What follows belongs to an exercise in optimizing a design on an open flow for small area, a short achievable clock period and few clock cycles; a production flow would make more cautious choices. Function was not checked in any run shown here: the RTL went through the layout flow alone.

File: flow/design.v
package multiplicacao_pkg;
  localparam int DATA_W_DEF = 8;
  localparam int MAX_N_DEF  = 5;
  typedef enum logic [1:0] {
    IDLE    = 2'd0,
    COMPUTE = 2'd1,
    DONE    = 2'd2
  } state_t;
  function automatic int data_max(input int w);
    data_max = (1 << (w - 1)) - 1;
  endfunction
  function automatic int data_min(input int w);
    data_min = -(1 << (w - 1));
  endfunction
  localparam int DATA_MAX = data_max(DATA_W_DEF);
  localparam int DATA_MIN = data_min(DATA_W_DEF);
  function automatic int idx(input int i, input int j, input int max_n,
                             input int data_w);
    idx = (i * max_n + j) * data_w;
  endfunction
  function automatic int decode_n(input int size, input int max_n);
    decode_n = (size + 2 > max_n) ? max_n : size + 2;
  endfunction
endpackage
module saturador #(
  parameter int ACC_W  = 18,
  parameter int DATA_W = 8,
  parameter int SPLIT  = 9
) (
  input  logic [ACC_W-1:0]  acc,
  input  logic              cy,
  input  logic              oor,
  input  logic              sat_en,
  output logic [DATA_W-1:0] y
);
  logic neg;    
  always_comb begin
    if (SPLIT < ACC_W - 1) begin
      neg = acc[ACC_W-1] ^ (cy && (acc[ACC_W-2:SPLIT] == '1));
    end else begin
      neg = acc[ACC_W-1] ^ cy;
    end
    y = acc[DATA_W-1:0];
    if (sat_en && oor) begin
      y = neg ? {1'b1, {(DATA_W-1){1'b0}}} : {1'b0, {(DATA_W-1){1'b1}}};
    end
  end
endmodule
module multiplicacao_matrizes_seq #(
  parameter int DATA_W = multiplicacao_pkg::DATA_W_DEF,
  parameter int MAX_N  = multiplicacao_pkg::MAX_N_DEF,
  parameter int SIZE_W = $clog2(MAX_N - 1),
  parameter int ACC_W  = 18
) (
  input  logic                            clk,
  input  logic                            rst_n,
  input  logic                            start,
  input  logic                            sat_en,
  input  logic [SIZE_W-1:0]               matrix_size,
  input  logic [MAX_N*MAX_N*DATA_W-1:0]   A,
  input  logic [MAX_N*MAX_N*DATA_W-1:0]   B,
  output logic                            busy,
  output logic                            done,
  output logic [MAX_N*MAX_N*DATA_W-1:0]   C,
  output logic                            overflow_flag
);
  localparam int CNT_W = 3;
  logic             run_q;      
  logic             done_q;     
  logic [CNT_W-1:0] cnt_q;
  logic [MAX_N-1:0] sat_q;      
  logic [DATA_W-1:0] a_q [MAX_N][MAX_N];
  logic [DATA_W-1:0] b_q [MAX_N][MAX_N];
  logic [ACC_W-1:0]  acc_q [MAX_N][MAX_N];
  logic              cy_q  [MAX_N][MAX_N];
  logic [ACC_W-1:0]  acc_d [MAX_N][MAX_N];
  logic              cy_d  [MAX_N][MAX_N];
  logic              oor_q [MAX_N][MAX_N];
  logic              oor_d [MAX_N][MAX_N];
  logic idle;
  logic accept;
  logic more;
  logic [CNT_W-1:0] n_m1;
  logic [MAX_N-1:0] in_n;       
  assign idle   = !run_q && !done_q;
  assign accept = idle && start;
  assign more   = run_q && (cnt_q != '0);
  assign busy   = run_q;
  assign done   = done_q;
  assign n_m1   = CNT_W'(multiplicacao_pkg::decode_n(int'(matrix_size), MAX_N) - 1);
  always_comb begin
    for (int i = 0; i < MAX_N; i++) in_n[i] = (i <= int'(n_m1));
  end
  always_ff @(posedge clk or negedge rst_n) begin
    if (!rst_n) begin
      run_q   <= 1'b0;
      done_q  <= 1'b0;
      cnt_q   <= '0;
      sat_q   <= '0;
    end else begin
      done_q  <= 1'b0;
      if (accept) begin
        run_q   <= 1'b1;
        cnt_q   <= n_m1;
        sat_q   <= {MAX_N{sat_en}} & in_n;
      end else if (run_q) begin
        cnt_q <= cnt_q - 1'b1;
        if (cnt_q == '0) begin
          run_q  <= 1'b0;
          done_q <= 1'b1;
        end
      end
    end
  end
  always_ff @(posedge clk) begin
    for (int i = 0; i < MAX_N; i++) begin
      for (int k = 0; k < MAX_N; k++) begin
        if (!run_q) begin
          b_q[k][i] <= B[(k*MAX_N + i)*DATA_W +: DATA_W] & {DATA_W{in_n[i]}};
        end else begin
          b_q[k][i] <= (k < MAX_N-1) ? b_q[(k+1) % MAX_N][i] : '0;
        end
      end
      for (int k = 1; k < MAX_N; k++) begin
        if (!run_q) begin
          a_q[i][k] <= A[(i*MAX_N + k)*DATA_W +: DATA_W] & {DATA_W{in_n[i]}};
        end else begin
          a_q[i][k] <= (k < MAX_N-1) ? a_q[i][(k+1) % MAX_N] : '0;
        end
      end
      a_q[i][0] <= ({DATA_W{accept && in_n[i]}} & A[(i*MAX_N)*DATA_W +: DATA_W]) |
                   ({DATA_W{more}} & a_q[i][1]);
    end
  end
  for (genvar gi = 0; gi < MAX_N; gi++) begin : g_mr
    for (genvar gj = 0; gj < MAX_N; gj++) begin : g_mc
      mac_unit u_mac (
        .a      (a_q[gi][0]),
        .b      (b_q[0][gj]),
        .acc_in (acc_q[gi][gj]),
        .cy_in  (cy_q[gi][gj]),
        .sum    (acc_d[gi][gj]),
        .cy     (cy_d[gi][gj]),
        .oor    (oor_d[gi][gj])
      );
      always_ff @(posedge clk or negedge rst_n) begin
        if (!rst_n) begin
          acc_q[gi][gj] <= '0;
          cy_q[gi][gj]  <= 1'b0;
          oor_q[gi][gj] <= 1'b0;
        end else if (accept) begin
          acc_q[gi][gj] <= '0;
          cy_q[gi][gj]  <= 1'b0;
          oor_q[gi][gj] <= 1'b0;
        end else begin
          acc_q[gi][gj] <= acc_d[gi][gj];
          cy_q[gi][gj]  <= cy_d[gi][gj];
          oor_q[gi][gj] <= oor_d[gi][gj];
        end
      end
    end
  end
  logic [MAX_N*MAX_N-1:0] ovf_e;
  for (genvar gi = 0; gi < MAX_N; gi++) begin : g_row
    for (genvar gj = 0; gj < MAX_N; gj++) begin : g_col
      saturador #(
        .ACC_W  (ACC_W),
        .DATA_W (DATA_W),
        .SPLIT  (9)
      ) u_sat (
        .acc    (acc_q[gi][gj]),
        .cy     (cy_q[gi][gj]),
        .oor    (oor_q[gi][gj]),
        .sat_en (sat_q[gi]),
        .y      (C[(gi*MAX_N + gj)*DATA_W +: DATA_W])
      );
      assign ovf_e[gi*MAX_N + gj] = oor_q[gi][gj];
    end
  end
  assign overflow_flag = |ovf_e;
endmodule
module mac_unit (
  input  logic [7:0]  a,
  input  logic [7:0]  b,
  input  logic [17:0] acc_in,
  input  logic        cy_in,
  output logic [17:0] sum,
  output logic        cy,
  output logic        oor
);
  logic pp_0_0;
  logic pp_0_1;
  logic pp_0_2;
  logic pp_0_3;
  logic pp_0_4;
  logic pp_0_5;
  logic pp_0_6;
  logic pp_0_7;
  logic pp_1_0;
  logic pp_1_1;
  logic pp_1_2;
  logic pp_1_3;
  logic pp_1_4;
  logic pp_1_5;
  logic pp_1_6;
  logic pp_1_7;
  logic pp_2_0;
  logic pp_2_1;
  logic pp_2_2;
  logic pp_2_3;
  logic pp_2_4;
  logic pp_2_5;
  logic pp_2_6;
  logic pp_2_7;
  logic pp_3_0;
  logic pp_3_1;
  logic pp_3_2;
  logic pp_3_3;
  logic pp_3_4;
  logic pp_3_5;
  logic pp_3_6;
  logic pp_3_7;
  logic pp_4_0;
  logic pp_4_1;
  logic pp_4_2;
  logic pp_4_3;
  logic pp_4_4;
  logic pp_4_5;
  logic pp_4_6;
  logic pp_4_7;
  logic pp_5_0;
  logic pp_5_1;
  logic pp_5_2;
  logic pp_5_3;
  logic pp_5_4;
  logic pp_5_5;
  logic pp_5_6;
  logic pp_5_7;
  logic pp_6_0;
  logic pp_6_1;
  logic pp_6_2;
  logic pp_6_3;
  logic pp_6_4;
  logic pp_6_5;
  logic pp_6_6;
  logic pp_6_7;
  logic pp_7_0;
  logic pp_7_1;
  logic pp_7_2;
  logic pp_7_3;
  logic pp_7_4;
  logic pp_7_5;
  logic pp_7_6;
  logic pp_7_7;
  logic s0, c0;
  logic s1, c1;
  logic s2, c2;
  logic s3, c3;
  logic s4, c4;
  logic s5, c5;
  logic s6, c6;
  logic s7, c7;
  logic s8, c8;
  logic s9, c9;
  logic s10, c10;
  logic s11, c11;
  logic s12, c12;
  logic s13, c13;
  logic s14, c14;
  logic s15, c15;
  logic s16, c16;
  logic s17, c17;
  logic s18, c18;
  logic s19, c19;
  logic s20, c20;
  logic s21, c21;
  logic s22, c22;
  logic s23, c23;
  logic s24, c24;
  logic s25, c25;
  logic s26, c26;
  logic s27, c27;
  logic s28, c28;
  logic s29, c29;
  logic s30, c30;
  logic s31, c31;
  logic s32, c32;
  logic s33, c33;
  logic s34, c34;
  logic s35, c35;
  logic s36, c36;
  logic s37, c37;
  logic s38, c38;
  logic s39, c39;
  logic s40, c40;
  logic s41, c41;
  logic s42, c42;
  logic s43, c43;
  logic s44, c44;
  logic s45, c45;
  logic s46, c46;
  logic s47, c47;
  logic s48, c48;
  logic s49, c49;
  logic s50, c50;
  logic s51, c51;
  logic s52, c52;
  logic s53, c53;
  logic s54, c54;
  logic s55, c55;
  logic s56, c56;
  logic s57, c57;
  logic s58, c58;
  logic s59, c59;
  logic s60, c60;
  logic s61, c61;
  logic s62, c62;
  logic s63, c63;
  logic s64, c64;
  logic [17:0] r0, r1;
  assign pp_0_0 = a[0] & b[0];
  assign pp_0_1 = a[0] & b[1];
  assign pp_0_2 = a[0] & b[2];
  assign pp_0_3 = a[0] & b[3];
  assign pp_0_4 = a[0] & b[4];
  assign pp_0_5 = a[0] & b[5];
  assign pp_0_6 = a[0] & b[6];
  assign pp_0_7 = ~(a[0] & b[7]);
  assign pp_1_0 = a[1] & b[0];
  assign pp_1_1 = a[1] & b[1];
  assign pp_1_2 = a[1] & b[2];
  assign pp_1_3 = a[1] & b[3];
  assign pp_1_4 = a[1] & b[4];
  assign pp_1_5 = a[1] & b[5];
  assign pp_1_6 = a[1] & b[6];
  assign pp_1_7 = ~(a[1] & b[7]);
  assign pp_2_0 = a[2] & b[0];
  assign pp_2_1 = a[2] & b[1];
  assign pp_2_2 = a[2] & b[2];
  assign pp_2_3 = a[2] & b[3];
  assign pp_2_4 = a[2] & b[4];
  assign pp_2_5 = a[2] & b[5];
  assign pp_2_6 = a[2] & b[6];
  assign pp_2_7 = ~(a[2] & b[7]);
  assign pp_3_0 = a[3] & b[0];
  assign pp_3_1 = a[3] & b[1];
  assign pp_3_2 = a[3] & b[2];
  assign pp_3_3 = a[3] & b[3];
  assign pp_3_4 = a[3] & b[4];
  assign pp_3_5 = a[3] & b[5];
  assign pp_3_6 = a[3] & b[6];
  assign pp_3_7 = ~(a[3] & b[7]);
  assign pp_4_0 = a[4] & b[0];
  assign pp_4_1 = a[4] & b[1];
  assign pp_4_2 = a[4] & b[2];
  assign pp_4_3 = a[4] & b[3];
  assign pp_4_4 = a[4] & b[4];
  assign pp_4_5 = a[4] & b[5];
  assign pp_4_6 = a[4] & b[6];
  assign pp_4_7 = ~(a[4] & b[7]);
  assign pp_5_0 = a[5] & b[0];
  assign pp_5_1 = a[5] & b[1];
  assign pp_5_2 = a[5] & b[2];
  assign pp_5_3 = a[5] & b[3];
  assign pp_5_4 = a[5] & b[4];
  assign pp_5_5 = a[5] & b[5];
  assign pp_5_6 = a[5] & b[6];
  assign pp_5_7 = ~(a[5] & b[7]);
  assign pp_6_0 = a[6] & b[0];
  assign pp_6_1 = a[6] & b[1];
  assign pp_6_2 = a[6] & b[2];
  assign pp_6_3 = a[6] & b[3];
  assign pp_6_4 = a[6] & b[4];
  assign pp_6_5 = a[6] & b[5];
  assign pp_6_6 = a[6] & b[6];
  assign pp_6_7 = ~(a[6] & b[7]);
  assign pp_7_0 = ~(a[7] & b[0]);
  assign pp_7_1 = ~(a[7] & b[1]);
  assign pp_7_2 = ~(a[7] & b[2]);
  assign pp_7_3 = ~(a[7] & b[3]);
  assign pp_7_4 = ~(a[7] & b[4]);
  assign pp_7_5 = ~(a[7] & b[5]);
  assign pp_7_6 = ~(a[7] & b[6]);
  assign pp_7_7 = a[7] & b[7];
  assign s0 = acc_in[1] ^ pp_0_1 ^ pp_1_0;
  assign c0 = (acc_in[1] & pp_0_1) | (acc_in[1] & pp_1_0) | (pp_0_1 & pp_1_0);
  assign s1 = acc_in[2] ^ pp_0_2 ^ pp_1_1;
  assign c1 = (acc_in[2] & pp_0_2) | (acc_in[2] & pp_1_1) | (pp_0_2 & pp_1_1);
  assign s2 = pp_2_0 ^ c0;
  assign c2 = pp_2_0 & c0;
  assign s3 = acc_in[3] ^ pp_0_3 ^ pp_1_2;
  assign c3 = (acc_in[3] & pp_0_3) | (acc_in[3] & pp_1_2) | (pp_0_3 & pp_1_2);
  assign s4 = pp_2_1 ^ pp_3_0 ^ c1;
  assign c4 = (pp_2_1 & pp_3_0) | (pp_2_1 & c1) | (pp_3_0 & c1);
  assign s5 = s3 ^ c2;
  assign c5 = s3 & c2;
  assign s6 = acc_in[4] ^ pp_0_4 ^ pp_1_3;
  assign c6 = (acc_in[4] & pp_0_4) | (acc_in[4] & pp_1_3) | (pp_0_4 & pp_1_3);
  assign s7 = pp_2_2 ^ pp_3_1 ^ pp_4_0;
  assign c7 = (pp_2_2 & pp_3_1) | (pp_2_2 & pp_4_0) | (pp_3_1 & pp_4_0);
  assign s8 = c3 ^ s6 ^ s7;
  assign c8 = (c3 & s6) | (c3 & s7) | (s6 & s7);
  assign s9 = c4 ^ c5;
  assign c9 = c4 & c5;
  assign s10 = acc_in[5] ^ pp_0_5 ^ pp_1_4;
  assign c10 = (acc_in[5] & pp_0_5) | (acc_in[5] & pp_1_4) | (pp_0_5 & pp_1_4);
  assign s11 = pp_2_3 ^ pp_3_2 ^ pp_4_1;
  assign c11 = (pp_2_3 & pp_3_2) | (pp_2_3 & pp_4_1) | (pp_3_2 & pp_4_1);
  assign s12 = pp_5_0 ^ c6 ^ c7;
  assign c12 = (pp_5_0 & c6) | (pp_5_0 & c7) | (c6 & c7);
  assign s13 = s10 ^ s11 ^ c8;
  assign c13 = (s10 & s11) | (s10 & c8) | (s11 & c8);
  assign s14 = s12 ^ c9;
  assign c14 = s12 & c9;
  assign s15 = acc_in[6] ^ pp_0_6 ^ pp_1_5;
  assign c15 = (acc_in[6] & pp_0_6) | (acc_in[6] & pp_1_5) | (pp_0_6 & pp_1_5);
  assign s16 = pp_2_4 ^ pp_3_3 ^ pp_4_2;
  assign c16 = (pp_2_4 & pp_3_3) | (pp_2_4 & pp_4_2) | (pp_3_3 & pp_4_2);
  assign s17 = pp_5_1 ^ pp_6_0 ^ c10;
  assign c17 = (pp_5_1 & pp_6_0) | (pp_5_1 & c10) | (pp_6_0 & c10);
  assign s18 = c11 ^ s15 ^ s16;
  assign c18 = (c11 & s15) | (c11 & s16) | (s15 & s16);
  assign s19 = c12 ^ s17 ^ s18;
  assign c19 = (c12 & s17) | (c12 & s18) | (s17 & s18);
  assign s20 = c14 ^ c13;
  assign c20 = c14 & c13;
  assign s21 = acc_in[7] ^ pp_0_7 ^ pp_1_6;
  assign c21 = (acc_in[7] & pp_0_7) | (acc_in[7] & pp_1_6) | (pp_0_7 & pp_1_6);
  assign s22 = pp_2_5 ^ pp_3_4 ^ pp_4_3;
  assign c22 = (pp_2_5 & pp_3_4) | (pp_2_5 & pp_4_3) | (pp_3_4 & pp_4_3);
  assign s23 = pp_5_2 ^ pp_6_1 ^ pp_7_0;
  assign c23 = (pp_5_2 & pp_6_1) | (pp_5_2 & pp_7_0) | (pp_6_1 & pp_7_0);
  assign s24 = c15 ^ c16 ^ s21;
  assign c24 = (c15 & c16) | (c15 & s21) | (c16 & s21);
  assign s25 = s22 ^ s23 ^ c17;
  assign c25 = (s22 & s23) | (s22 & c17) | (s23 & c17);
  assign s26 = c18 ^ s24 ^ s25;
  assign c26 = (c18 & s24) | (c18 & s25) | (s24 & s25);
  assign s27 = c19 ^ c20;
  assign c27 = c19 & c20;
  assign s28 = 1'b1 ^ acc_in[8] ^ pp_1_7;
  assign c28 = (1'b1 & acc_in[8]) | (1'b1 & pp_1_7) | (acc_in[8] & pp_1_7);
  assign s29 = pp_2_6 ^ pp_3_5 ^ pp_4_4;
  assign c29 = (pp_2_6 & pp_3_5) | (pp_2_6 & pp_4_4) | (pp_3_5 & pp_4_4);
  assign s30 = pp_5_3 ^ pp_6_2 ^ pp_7_1;
  assign c30 = (pp_5_3 & pp_6_2) | (pp_5_3 & pp_7_1) | (pp_6_2 & pp_7_1);
  assign s31 = c21 ^ c22 ^ c23;
  assign c31 = (c21 & c22) | (c21 & c23) | (c22 & c23);
  assign s32 = s28 ^ s29 ^ s30;
  assign c32 = (s28 & s29) | (s28 & s30) | (s29 & s30);
  assign s33 = c24 ^ s31 ^ s32;
  assign c33 = (c24 & s31) | (c24 & s32) | (s31 & s32);
  assign s34 = c25 ^ s33 ^ c27;
  assign c34 = (c25 & s33) | (c25 & c27) | (s33 & c27);
  assign s35 = acc_in[9] ^ cy_in ^ pp_2_7;
  assign c35 = (acc_in[9] & cy_in) | (acc_in[9] & pp_2_7) | (cy_in & pp_2_7);
  assign s36 = pp_3_6 ^ pp_4_5 ^ pp_5_4;
  assign c36 = (pp_3_6 & pp_4_5) | (pp_3_6 & pp_5_4) | (pp_4_5 & pp_5_4);
  assign s37 = pp_6_3 ^ pp_7_2 ^ c28;
  assign c37 = (pp_6_3 & pp_7_2) | (pp_6_3 & c28) | (pp_7_2 & c28);
  assign s38 = c29 ^ c30 ^ s35;
  assign c38 = (c29 & c30) | (c29 & s35) | (c30 & s35);
  assign s39 = s36 ^ c31 ^ c32;
  assign c39 = (s36 & c31) | (s36 & c32) | (c31 & c32);
  assign s40 = s37 ^ s38 ^ c33;
  assign c40 = (s37 & s38) | (s37 & c33) | (s38 & c33);
  assign s41 = s39 ^ s40;
  assign c41 = s39 & s40;
  assign s42 = acc_in[10] ^ pp_3_7 ^ pp_4_6;
  assign c42 = (acc_in[10] & pp_3_7) | (acc_in[10] & pp_4_6) | (pp_3_7 & pp_4_6);
  assign s43 = pp_5_5 ^ pp_6_4 ^ pp_7_3;
  assign c43 = (pp_5_5 & pp_6_4) | (pp_5_5 & pp_7_3) | (pp_6_4 & pp_7_3);
  assign s44 = c35 ^ c36 ^ s42;
  assign c44 = (c35 & c36) | (c35 & s42) | (c36 & s42);
  assign s45 = s43 ^ c37 ^ c38;
  assign c45 = (s43 & c37) | (s43 & c38) | (c37 & c38);
  assign s46 = s44 ^ c39 ^ s45;
  assign c46 = (s44 & c39) | (s44 & s45) | (c39 & s45);
  assign s47 = c40 ^ s46;
  assign c47 = c40 & s46;
  assign s48 = acc_in[11] ^ pp_4_7 ^ pp_5_6;
  assign c48 = (acc_in[11] & pp_4_7) | (acc_in[11] & pp_5_6) | (pp_4_7 & pp_5_6);
  assign s49 = pp_6_5 ^ pp_7_4 ^ c42;
  assign c49 = (pp_6_5 & pp_7_4) | (pp_6_5 & c42) | (pp_7_4 & c42);
  assign s50 = c43 ^ s48 ^ c44;
  assign c50 = (c43 & s48) | (c43 & c44) | (s48 & c44);
  assign s51 = s49 ^ c45 ^ s50;
  assign c51 = (s49 & c45) | (s49 & s50) | (c45 & s50);
  assign s52 = c46 ^ s51;
  assign c52 = c46 & s51;
  assign s53 = acc_in[12] ^ pp_5_7 ^ pp_6_6;
  assign c53 = (acc_in[12] & pp_5_7) | (acc_in[12] & pp_6_6) | (pp_5_7 & pp_6_6);
  assign s54 = pp_7_5 ^ c48 ^ s53;
  assign c54 = (pp_7_5 & c48) | (pp_7_5 & s53) | (c48 & s53);
  assign s55 = c49 ^ s54 ^ c50;
  assign c55 = (c49 & s54) | (c49 & c50) | (s54 & c50);
  assign s56 = c51 ^ s55;
  assign c56 = c51 & s55;
  assign s57 = acc_in[13] ^ pp_6_7 ^ pp_7_6;
  assign c57 = (acc_in[13] & pp_6_7) | (acc_in[13] & pp_7_6) | (pp_6_7 & pp_7_6);
  assign s58 = c53 ^ s57 ^ c54;
  assign c58 = (c53 & s57) | (c53 & c54) | (s57 & c54);
  assign s59 = s58 ^ c55;
  assign c59 = s58 & c55;
  assign s60 = acc_in[14] ^ pp_7_7 ^ c57;
  assign c60 = (acc_in[14] & pp_7_7) | (acc_in[14] & c57) | (pp_7_7 & c57);
  assign s61 = s60 ^ c58;
  assign c61 = s60 & c58;
  assign s62 = 1'b1 ^ acc_in[15] ^ c60;
  assign c62 = (1'b1 & acc_in[15]) | (1'b1 & c60) | (acc_in[15] & c60);
  assign s63 = 1'b1 ^ acc_in[16];
  assign c63 = 1'b1 & acc_in[16];
  assign s64 = 1'b1 ^ acc_in[17];
  assign c64 = 1'b1 & acc_in[17];
  assign r0 = {c63, s63, s62, s61, s59, s56, c47, c41, c34, c26, s26, s19, s14, s8, s4, s1, s0, acc_in[0]};
  assign r1 = {s64, c62, c61, c59, c56, c52, s52, s47, s41, s34, s27, s20, s13, s9, s5, s2, 1'b0, pp_0_0};
  logic c7q;
  assign {c7q, sum[6:0]} = r0[6:0] + r1[6:0];
  assign {cy, sum[8:7]} = r0[8:7] + r1[8:7] + c7q;
  assign sum[17:9] = r0[17:9] + r1[17:9];
  logic [17:7] px, need0, need1;
  assign px = r0[17:7] ^ r1[17:7];
  assign need0 = {r0[16:7] | r1[16:7], c7q};
  assign need1 = {r0[16:7] & r1[16:7], c7q};
  assign oor = !((px == need0) || (~px == need1));
endmodule
File: flow/flow/run.sh
#!/bin/bash
# The standard layout (the standard.sh, unchanged synthesis), with extra
# ORFS settings from flow/knobs.txt (one VAR=value per line): a larger
# setup margin for timing repair and a plain buffer for the port buffers.
# The constraints, clock period and checks are unchanged.
set -euo pipefail
mapfile -t KNOBS < <(grep -v '^#' flow/knobs.txt | sed '/^$/d')
bash standard.sh "${KNOBS[@]}" finish > standard_flow.log 2>&1
File: flow/flow/knobs.txt
SETUP_SLACK_MARGIN=6.5
BUFFER_PORTS_ARGS=-buffer_cell sky130_fd_sc_hd__buf_2
File: flow/standard.sh
#!/bin/bash
# synth_recipe.tcl (not shown) runs the flow's synth.tcl, then flattens the netlist and writes it again
# the make line also repeats each setting of config.mk as NAME=value (left out here)
make -C /OpenROAD-flow-scripts/flow DESIGN_CONFIG=/design/flow/config.mk WORK_HOME=/design/flow/orfs CLKGATE_MAP_FILE= SYNTH_SCRIPT=/design/flow/synth_recipe.tcl "${@:-finish}"
File: flow/config.mk
export PLATFORM = sky130hd
export DESIGN_NAME = multiplicacao_matrizes_seq
export DESIGN_NICKNAME = multiplicacao_matrizes_seq
export VERILOG_FILES = /design/flow/design.v
export SDC_FILE = /design/flow/constraint.sdc
export NUM_CORES = 4
export LEC_CHECK = 0
export CAP_MARGIN = 20
export CORE_MARGIN = 2
export CORE_UTILIZATION = 40
export SLEW_MARGIN = 20
File: flow/constraint.sdc
create_clock -name core_clock -period 11.0 [get_ports {clk}]
set_input_delay 2.2000 -clock core_clock [delete_from_list [all_inputs] [get_ports {clk}]]
set_output_delay 2.2000 -clock core_clock [all_outputs]
set_load 0.01 [all_outputs]
==> results of run 1 <==
flip-flops by register name (all words and copies together), names as in the netlist:
register	cells
cy_q	25
run_q	1
oor_q	25
cnt_q	3
b_q	200
acc_q	450
done_q	1
sat_q	5
a_q	200
cell type report:
type                       instances  area, µm²  share of cell area
sequential                       910      21020              0.1598
antenna                           56      140.1            0.001065
inverter                        2265       8504             0.06463
clock buffer                     164       3430             0.02606
clock inverter                    63      694.4            0.005277
tap                             3366       4212             0.03201
timing repair buffer            1547      16710              0.1270
multi-input combinational       7304      76870              0.5842
final timing paths:
check                                          end
min in group asynchronous  acc_q[18][16]$_DFF_PN0_
hold / removal                   b_q[4][5]$_DFF_P_
hold reg to reg                  b_q[4][5]$_DFF_P_
setup reg to reg               oor_q[21]$_DFF_PN0_
setup / recovery                     overflow_flag
max in group asynchronous        cy_q[0]$_DFF_PN0_
cells in the mapped netlist (all sizes together) (12+ instances only):
cell type / instances / area [µm²]
a31o: 12 / 105.1
nand3: 63 / 315.3
and3: 38 / 237.7
o21ai: 171 / 855.8
nor3: 168 / 975.9
a22o: 226 / 1979
dfrtp: 510 / 12760
and3b: 24 / 210.2
nand4b: 22 / 192.7
xor2: 200 / 1752
o211ai: 19 / 142.6
nor3b: 45 / 349.1
a21o: 215 / 1614
o31ai: 15 / 112.6
o31a: 29 / 254.0
nor2: 403 / 1515
a31oi: 58 / 377.9
clkbuf: 378 / 1420
or4b: 17 / 170.2
o21a: 34 / 255.2
a21oi: 154 / 785.8
nand2b: 14 / 95.09
nor4: 61 / 381.6
nor2b: 130 / 813.3
buf: 114 / 777.0
and2: 751 / 4698
dfxtp: 400 / 8008
xnor2: 342 / 2995
nand2: 1292 / 4850
ha: 1030 / 12890
nand4: 89 / 556.8
inv: 2265 / 8502
nor4b: 21 / 183.9
nand3b: 44 / 330.3
a41oi: 19 / 166.4
fa: 1450 / 29030
a211oi: 74 / 555.5
through the flow:
step           setup slack, ns  cells  hold slack, ns
5_1_grt                  5.610  15629          0.4471
3_5_place_dp             5.583  14564          0.4140
6_report                 5.682  15675          0.4257
4_1_cts                  5.587  15355          0.4265
2_1_floorplan            6.444  10971          0.4014
3_3_place_gp             5.198  14563          0.4085
per-layer routing:
| layer | share of wire | vias to the layer above | global-route usage |
|---|---|---|---|
| met3 | 0.11 | 1296 | 0.08458 |
| met5 | 0.0014 | - | 0 |
| met1 | 0.36 | 42385 | 0.3620 |
| met2 | 0.44 | 4193 | 0.4748 |
| li1 | - | 36204 | - |
| met4 | 0.086 | 62 | 0.1916 |
critical path: cells and delay by family (launching register included):
family	cells	cell delay (ns)
simple gates	4	1.48
flops	1	0.51
buf+inv	1	0.28
kinds of logic after synthesis:
group	share of synthesized area
xor gates and xnor gates	0.04659
AOI/OAI and AO/OA	0.07392
adders and majority gates	0.4114
buffers and inverters	0.1050
muxes	0.0005158
and+or+nand+nor	0.1587
DFF	0.2039
repair_timing:
| action | 4_1_cts | 5_1_grt |
|---|---|---|
| cloned | 94 | 30 |
| resized for setup | 1417 | 733 |
| setup endpoints to repair | 429 | 370 |
| setup buffers | 470 | 234 |
| pin swaps | 516 | 498 |
==> results.sh, run 1 <==
export IMPL_status="finished with violations"
export IMPL_so_faults="antenna violations"
export IMPL_startpoint="oor_q[17]$_DFF_PN0_"
export IMPL_startpoint_type="register"
export IMPL_via_per_inst=5.368
export IMPL_nets=15035
export IMPL_drt_iter0_drc=7129
export IMPL_syn_to_final_growth_pct=29.15
export IMPL_maxSlewViolCount=0
export IMPL_utilization=0.5187
export IMPL_final_cell_area_mm2=0.1316
export IMPL_final_common_cell="inv_1"
export IMPL_pin_count=609
export IMPL_grt_pass1_wl_um=572200
export IMPL_antenna_found_initial=89
export IMPL_hold_viol=0
export IMPL_dp_final_hpwl_um=234600
export IMPL_final_layout_size_suffix_gt1_frac=0.2535
export IMPL_first_pass_iters=6
export IMPL_design_core_area_mm2=0.2537
export IMPL_clock_latency_ns=0.85
export IMPL_reg2reg_depth=18
export IMPL_grt_max_degree=207
export IMPL_synthFlopType="dfrtp_1"
export IMPL_grt_total_usage=0.3012
export IMPL_hold_path_class="register to register"
export IMPL_cp_max_fo=2
export IMPL_grt_pass1_vias=87965
export IMPL_rsz0062_at_grt="yes"
export IMPL_placedInstanceArea_mm2=0.1081
export IMPL_tightest_slew_ns=1.031
export IMPL_route_detailed_drc=0
export IMPL_async_reset_ff_frac=0.5604
export IMPL_required_ns=8.80
export IMPL_gp_congestion=0.9374
export IMPL_ys_warn_count=15
export IMPL_cpMostUsedCell="nor4_4"
export IMPL_dieArea_mm2=0.2588
export IMPL_die_w_um=508.7
export IMPL_clock_sinks=910
export IMPL_netlist_area_mm2=0.1019
export IMPL_mostFrequentLayoutCells="inv_1 (2,118), nand2_1 (1,209), fa_1 (1,119)"
export IMPL_placementRows=185
export IMPL_clock_skew_ns=0.07628
export IMPL_path_class="register to output pin"
export IMPL_max_freq_ghz=0.1880
export IMPL_postSynthNetCount=13857
export IMPL_end_kind="output pin"
export IMPL_synth_distinct_cells=63
export IMPL_slowest_stage="dfrtp_2"
export IMPL_syn_inst=10971
export IMPL_reg2reg_from="a_q[20][4]$_DFF_P_"
export IMPL_setup_viol=0
export IMPL_worstHoldStart="b_q[9][5]$_DFF_P_"
export IMPL_crit_chain="nor4_4 -> nand2_2 -> nor4_4 -> nand4_1 -> buf_2"
export IMPL_initial_utilization=0.4016
export IMPL_grt_overflow=0
export IMPL_wl_per_cell_um=26.24
export IMPL_hold_buffers=0
export IMPL_cp_arrival_ns=3.12
export IMPL_synth_edf_count=0
export IMPL_cts_htree_levels=3
export IMPL_rrSetupSlack_ns=6.18
export IMPL_critPathMaxStageDelay_ns=0.51
export IMPL_syn_area_per_cell_um2=9.287
export IMPL_nFillCells=22440
export IMPL_finalCriticalPeriod_ns=5.318
export IMPL_clockBufferDepth=3
export IMPL_synth_seq_cells=910
export IMPL_drt_total_wl_um=411300
export IMPL_post_route_period_util=0.4834
export IMPL_setup_tns_ns=0
export IMPL_seq_area_frac_synth=0.2039
export IMPL_max_slew_margin=0.3129
export IMPL_maxCapViolations=0
export IMPL_cts_buffers=121
export IMPL_portBuffers=608
export IMPL_vias=84140
export IMPL_cts_tree="done"
export IMPL_ctsRootBufferMaster="clkbuf_16"
export IMPL_ant_nets=1
export IMPL_die_height_um=508.7
export IMPL_holdPathStages=2
export IMPL_cts_clk_slew_worst_paths_ns=0.07
==> run 2: changes to the inputs <==
--- a/flow/design.v
+++ b/flow/design.v
@@ -22,25 +22,43 @@
     decode_n = (size + 2 > max_n) ? max_n : size + 2;
   endfunction
 endpackage
-module saturador #(
+module range_check #(
   parameter int ACC_W  = 18,
   parameter int DATA_W = 8,
   parameter int SPLIT  = 9
 ) (
-  input  logic [ACC_W-1:0]  acc,
-  input  logic              cy,
+  input  logic [ACC_W-1:0] acc,
+  input  logic             cy,
+  output logic             oor,
+  output logic             neg
+);
+  localparam int HW = ACC_W - SPLIT;
+  logic [HW-1:0] hi;
+  logic          lo_zero;    
+  logic          lo_ones;    
+  logic          hi_zero;    
+  logic          hi_ones;    
+  always_comb begin
+    hi      = acc[ACC_W-1:SPLIT];
+    lo_zero = (acc[SPLIT-1:DATA_W-1] == '0);
+    lo_ones = (acc[SPLIT-1:DATA_W-1] == '1);
+    hi_zero = cy ? (hi == '1) : (hi == '0);
+    hi_ones = cy ? (hi == {{(HW-1){1'b1}}, 1'b0}) : (hi == '1);
+    neg     = acc[ACC_W-1] ^ (cy && (acc[ACC_W-2:SPLIT] == '1));
+    oor     = !((hi_zero && lo_zero) || (hi_ones && lo_ones));
+  end
+endmodule
+module saturador #(
+  parameter int DATA_W = 8
+) (
+  input  logic [DATA_W-1:0] lo,
   input  logic              oor,
+  input  logic              neg,
   input  logic              sat_en,
   output logic [DATA_W-1:0] y
 );
-  logic neg;    
   always_comb begin
-    if (SPLIT < ACC_W - 1) begin
-      neg = acc[ACC_W-1] ^ (cy && (acc[ACC_W-2:SPLIT] == '1));
-    end else begin
-      neg = acc[ACC_W-1] ^ cy;
-    end
-    y = acc[DATA_W-1:0];
+    y = lo;
     if (sat_en && oor) begin
       y = neg ? {1'b1, {(DATA_W-1){1'b0}}} : {1'b0, {(DATA_W-1){1'b1}}};
     end
@@ -71,12 +89,6 @@
   logic [MAX_N-1:0] sat_q;      
   logic [DATA_W-1:0] a_q [MAX_N][MAX_N];
   logic [DATA_W-1:0] b_q [MAX_N][MAX_N];
-  logic [ACC_W-1:0]  acc_q [MAX_N][MAX_N];
-  logic              cy_q  [MAX_N][MAX_N];
-  logic [ACC_W-1:0]  acc_d [MAX_N][MAX_N];
-  logic              cy_d  [MAX_N][MAX_N];
-  logic              oor_q [MAX_N][MAX_N];
-  logic              oor_d [MAX_N][MAX_N];
   logic idle;
   logic accept;
   logic more;
@@ -93,16 +105,16 @@
   end
   always_ff @(posedge clk or negedge rst_n) begin
     if (!rst_n) begin
-      run_q   <= 1'b0;
-      done_q  <= 1'b0;
-      cnt_q   <= '0;
-      sat_q   <= '0;
+      run_q  <= 1'b0;
+      done_q <= 1'b0;
+      cnt_q  <= '0;
+      sat_q  <= '0;
     end else begin
-      done_q  <= 1'b0;
+      done_q <= 1'b0;
       if (accept) begin
-        run_q   <= 1'b1;
-        cnt_q   <= n_m1;
-        sat_q   <= {MAX_N{sat_en}} & in_n;
+        run_q <= 1'b1;
+        cnt_q <= n_m1;
+        sat_q <= {MAX_N{sat_en}} & in_n;
       end else if (run_q) begin
         cnt_q <= cnt_q - 1'b1;
         if (cnt_q == '0) begin
@@ -132,49 +144,55 @@
                    ({DATA_W{more}} & a_q[i][1]);
     end
   end
+  logic [MAX_N*MAX_N-1:0] ovf_e;
   for (genvar gi = 0; gi < MAX_N; gi++) begin : g_mr
     for (genvar gj = 0; gj < MAX_N; gj++) begin : g_mc
+      logic [ACC_W-1:0] acc_q;
+      logic             cy_q;
+      logic             oor_q;
+      logic             neg_q;
+      logic [ACC_W-1:0] acc_d;
+      logic             cy_d;
+      logic             oor_d;
+      logic             neg_d;
       mac_unit u_mac (
         .a      (a_q[gi][0]),
         .b      (b_q[0][gj]),
-        .acc_in (acc_q[gi][gj]),
-        .cy_in  (cy_q[gi][gj]),
-        .sum    (acc_d[gi][gj]),
-        .cy     (cy_d[gi][gj]),
-        .oor    (oor_d[gi][gj])
+        .acc_in (acc_q),
+        .cy_in  (cy_q),
+        .sum    (acc_d),
+        .cy     (cy_d),
+        .oor    (oor_d),
+        .neg    (neg_d)
       );
       always_ff @(posedge clk or negedge rst_n) begin
         if (!rst_n) begin
-          acc_q[gi][gj] <= '0;
-          cy_q[gi][gj]  <= 1'b0;
-          oor_q[gi][gj] <= 1'b0;
+          acc_q <= '0;
+          cy_q  <= 1'b0;
+          oor_q <= 1'b0;
+          neg_q <= 1'b0;
         end else if (accept) begin
-          acc_q[gi][gj] <= '0;
-          cy_q[gi][gj]  <= 1'b0;
-          oor_q[gi][gj] <= 1'b0;
+          acc_q <= '0;
+          cy_q  <= 1'b0;
+          oor_q <= 1'b0;
+          neg_q <= 1'b0;
         end else begin
-          acc_q[gi][gj] <= acc_d[gi][gj];
-          cy_q[gi][gj]  <= cy_d[gi][gj];
-          oor_q[gi][gj] <= oor_d[gi][gj];
+          acc_q <= acc_d;
+          cy_q  <= cy_d;
+          oor_q <= oor_d;
+          neg_q <= neg_d;
         end
       end
-    end
-  end
-  logic [MAX_N*MAX_N-1:0] ovf_e;
-  for (genvar gi = 0; gi < MAX_N; gi++) begin : g_row
-    for (genvar gj = 0; gj < MAX_N; gj++) begin : g_col
       saturador #(
-        .ACC_W  (ACC_W),
-        .DATA_W (DATA_W),
-        .SPLIT  (9)
+        .DATA_W (DATA_W)
       ) u_sat (
-        .acc    (acc_q[gi][gj]),
-        .cy     (cy_q[gi][gj]),
-        .oor    (oor_q[gi][gj]),
+        .lo     (acc_q[DATA_W-1:0]),
+        .oor    (oor_q),
+        .neg    (neg_q),
         .sat_en (sat_q[gi]),
         .y      (C[(gi*MAX_N + gj)*DATA_W +: DATA_W])
       );
-      assign ovf_e[gi*MAX_N + gj] = oor_q[gi][gj];
+      assign ovf_e[gi*MAX_N + gj] = oor_q;
     end
   end
   assign overflow_flag = |ovf_e;
@@ -186,7 +204,8 @@
   input  logic        cy_in,
   output logic [17:0] sum,
   output logic        cy,
-  output logic        oor
+  output logic        oor,
+  output logic        neg
 );
   logic pp_0_0;
   logic pp_0_1;
@@ -514,13 +533,12 @@
   assign c64 = 1'b1 & acc_in[17];
   assign r0 = {c63, s63, s62, s61, s59, s56, c47, c41, c34, c26, s26, s19, s14, s8, s4, s1, s0, acc_in[0]};
   assign r1 = {s64, c62, c61, c59, c56, c52, s52, s47, s41, s34, s27, s20, s13, s9, s5, s2, 1'b0, pp_0_0};
-  logic c7q;
-  assign {c7q, sum[6:0]} = r0[6:0] + r1[6:0];
-  assign {cy, sum[8:7]} = r0[8:7] + r1[8:7] + c7q;
+  assign {cy, sum[8:0]} = r0[8:0] + r1[8:0];
   assign sum[17:9] = r0[17:9] + r1[17:9];
-  logic [17:7] px, need0, need1;
-  assign px = r0[17:7] ^ r1[17:7];
-  assign need0 = {r0[16:7] | r1[16:7], c7q};
-  assign need1 = {r0[16:7] & r1[16:7], c7q};
-  assign oor = !((px == need0) || (~px == need1));
+  range_check #(.ACC_W(18), .DATA_W(8), .SPLIT(9)) u_rc (
+    .acc (sum),
+    .cy  (cy),
+    .oor (oor),
+    .neg (neg)
+  );
 endmodule
==> flow/flow/knobs.txt (replaced) <==
SETUP_SLACK_MARGIN=6
BUFFER_PORTS_ARGS=-buffer_cell sky130_fd_sc_hd__buf_1
==> run 2 against run 1 <==
Net effect:
- now clean on timing, DRC and antenna
- non-clock buffer count down 344
- count of clock-buffer cells in the layout down 1
- global-route usage down 2.4 points
- hold slack worse by 0.00099 ns
- flip-flop and latch count up 25
- critical endpoint is now g_mr[3].g_mc[3].oor_q$_DFF_PN0_
==> results.sh, run 2 <==
export IMPL_syn_area_per_cell_um2=9.107
export IMPL_final_cells=14461
export IMPL_crit_chain="buf_12 -> buf_12 -> buf_8 -> and2_4 -> fa_1 -> inv_1 -> fa_1 -> inv_2 -> fa_2 -> inv_2 -> fa_1 -> inv_2 -> ha_4 -> ha_4 -> fa_2 -> a211oi_4 -> buf_6 -> nor2_4 -> xnor2_2 -> nand3_1 -> nor4_2 -> nand4b_1 -> and3_1"
export IMPL_end_kind="register"
export IMPL_placementRows=178
export IMPL_cts_tree="done"
export IMPL_die_w_um=489.9
export IMPL_grt_pass1_wl_um=503800
export IMPL_max_freq_ghz=0.1853
export IMPL_synth_top_cell_by_area="fa_1"
export IMPL_clock_skew_ns=0.05074
export IMPL_wl_met1_um=136300
export IMPL_syn_to_final_growth_pct=22.43
export IMPL_post_route_period_util=0.4907
export IMPL_hold_buffers=0
export IMPL_tightest_slew_ns=1.122
export IMPL_gp_congestion=0.9394
export IMPL_cts_clk_slew_worst_paths_ns=0.06
export IMPL_ys_warn_count=7
export IMPL_first_pass_iters=6
export IMPL_hold_viol=0
export IMPL_postSynthNetCount=12808
export IMPL_syn_inst=10372
export IMPL_cts_buffers=115
export IMPL_async_reset_ff_frac=0.5722
export IMPL_max_slew_margin=0.2451
export IMPL_status="timing/DRC/antenna clean"
export IMPL_mostFrequentLayoutCells="inv_1 (1,608), fa_1 (1,119), nand2_1 (1,112)"
export IMPL_synthFlopType="dfrtp_1"
export IMPL_synth_distinct_cells=86
export IMPL_regMostFlops="g_mr.g_mc.acc_q"
export IMPL_drt_total_wl_um=358000
export IMPL_synth_top_area_frac=0.2649
export IMPL_clock_latency_ns=0.82
export IMPL_drt_iter0_drc=5775
export IMPL_nFillCells=21767
export IMPL_antenna_found_initial=40
export IMPL_hold_path_class="register to register"
export IMPL_via_per_inst=5.414
export IMPL_grt_pass1_vias=81141
export IMPL_cts_htree_levels=3
export IMPL_clockBufferDepth=3
export IMPL_seq_area_frac_synth=0.2265
export IMPL_largest_reg_flops=450
export IMPL_pin_count=609
export IMPL_nets=13625
export IMPL_dp_final_hpwl_um=208000
export IMPL_ant_nets=0
export IMPL_design_core_area_mm2=0.2350
export IMPL_reg_top3="g_mr.g_mc.acc_q x450, a_q x200, b_q x200"
export IMPL_route_met2_wl_um=163300
export IMPL_dieArea_mm2=0.2400
export IMPL_portBuffers=608
export IMPL_top_layer="met5"
export IMPL_setup_tns_ns=0
export IMPL_required_ns=11.67
export IMPL_setup_viol=0
export IMPL_multi_input_area_mm2=0.06826
export IMPL_final_layout_size_suffix_gt1_frac=0.1465
export IMPL_grt_total_usage=0.2769
export IMPL_cp_arrival_ns=6.07
export IMPL_slowest_stage="fa_1"
export IMPL_maxCapViolations=0
export IMPL_ctsRootBufferMaster="clkbuf_16"
export IMPL_finalCriticalPeriod_ns=5.398
export IMPL_synth_area_top_cells="fa_1 (26%), dfrtp_1 (14%), ha_1 (10%)"
export IMPL_final_common_cell="inv_1"
export IMPL_path_class="register to register"
export IMPL_clock_sinks=935
export IMPL_synth_most_common_cell="inv_1"
export IMPL_yosys_top_cells_count="inv_1 (1,720), fa_1 (1,250), nand2_1 (1,121)"
export IMPL_synth_seq_cells=935
export IMPL_cp_max_fo=6
export IMPL_netlist_area_mm2=0.09446
export IMPL_initial_utilization=0.4020
export IMPL_startpoint_type="register"
export IMPL_synth_edf_count=0
export IMPL_maxSlewViolCount=0
export IMPL_grt_max_degree=210
export IMPL_wl_met3_um=32070
export IMPL_grt_overflow=0
export IMPL_die_height_um=489.9
export IMPL_wl_per_cell_um=24.75
export IMPL_route_detailed_drc=0
export IMPL_seq_area_mm2=0.02165
export IMPL_rsz0062_at_grt="yes"
export IMPL_vias=78289
export IMPL_dp_cells=13736
export IMPL_holdWs_ns=0.4247
export IMPL_critPathMaxStageDelay_ns=0.54
run 2: cell count changes in the layout (fill, tap and decap cells not counted), sizes merged, moves of 148 or more:
cell	previous run	this run
xnor2	342	194
and2	751	1078
fa	1450	1250
nand2	1292	1121
a21oi	154	304
buf	1500	1121
inv	2272	1733
nor2	403	560
ha	1030	780
run 2: repair_timing:
| action | in CTS | in global routing |
|---|---|---|
| cloned | 86 | 34 |
| pin swaps | 291 | 302 |
| setup endpoints to repair | 139 | 76 |
| gates resized for setup | 746 | 410 |
| setup buffers | 237 | 129 |
run 2: per-stage QoR:
| step | area, µm² | utilization | setup WS, ns |
|---|---|---|---|
| after floorplan | 95190 | - | 5.871 |
| after global placement | 100100 | 0.4261 | 5.126 |
| after detailed placement | 100100 | 0.4261 | 5.076 |
| after CTS | 111900 | 0.4764 | 5.643 |
| after global routing | 115600 | 0.4920 | 5.471 |
| final | 115600 | 0.4922 | 5.602 |
run 2: path summary, 6_finish.rpt:
check	to	slack, ns	startpoint	cells past startpoint
max	g_mr[3].g_mc[3].oor_q$_DFF_PN0_	5.60	b_q[3][4]$_DFF_P_	23
max reg2reg	g_mr[3].g_mc[3].oor_q$_DFF_PN0_	5.60	b_q[3][4]$_DFF_P_	23
max in group asynchronous	g_mr[1].g_mc[2].oor_q$_DFF_PN0_	7.15	rst_n	3
min	b_q[9][0]$_DFF_P_	0.42	b_q[14][0]$_DFF_P_	2
min in group asynchronous	done_q$_DFF_PN0_	1.44	rst_n	1
min reg2reg	b_q[9][0]$_DFF_P_	0.42	b_q[14][0]$_DFF_P_	2
run 2: cell families after synthesis:
family,after synthesis,share of synthesized area
compound gates,1312,0.09565
xor+xnor,342,0.03171
fa+ha+maj,2030,0.3682
buf+inv,2223,0.08835
flops,935,0.2265
mux,8,0.0008743
simple gates,3522,0.1887
run 2: layer usage:
layer	vias up	track usage
met5	-	0
met4	34	0.1453
met3	882	0.05488
met2	3353	0.4556
met1	39450	0.3432
li1	34570	-
run 2: area by class of cell:
class | count | area share
Tap cell | 3150 | 0.03408
Inverter | 1720 | 0.05583
Sequential cell | 935 | 0.1872
Antenna cell | 22 | 0.0004761
Clock inverter | 54 | 0.005183
Multi-Input combinational cell | 7214 | 0.5903
Timing Repair Buffer | 1203 | 0.09724
Clock buffer | 163 | 0.02972
run 2: worst max-delay path, delay by kind of cell (launching register included):
family,cells,cell delay (ns)
compound gates,1,0.29
xor+xnor,1,0.29
fa+ha+maj,7,2.51
buf+inv,8,0.81
flops,1,0.39
simple gates,6,0.96

## what the ideal ports hide
The flow's constraints put no driver on any port. The routed layouts listed below were extracted and timed again, unchanged, in two steps. Step 1 (the two cells are an assumption about what drives the block):
set clk [get_ports {clk}]
set_driving_cell -lib_cell sky130_fd_sc_hd__clkbuf_16 $clk
set_driving_cell -lib_cell sky130_fd_sc_hd__buf_2 [delete_from_list [all_inputs] $clk]
Step 2 also shifts input and output timing later by t, the mid clock arrival at the registers, as if the neighbouring blocks saw the same clock. Slacks: ideal ports / drivers / drivers and shift; pairs: ideal ports / drivers.
run | t, ns | setup WS [ns] | slew at the worst register clock pin (ns)
run 1 | 0.907 | 5.682 / 5.585 / 5.845 | 0.07 / 0.07
run 2 | 0.882 | 5.602 / 5.602 / 5.502 | 0.07 / 0.07
The setup slack of run 2, which loses most, moves by 0.000 ns with the drivers and by -0.100 ns with both steps.
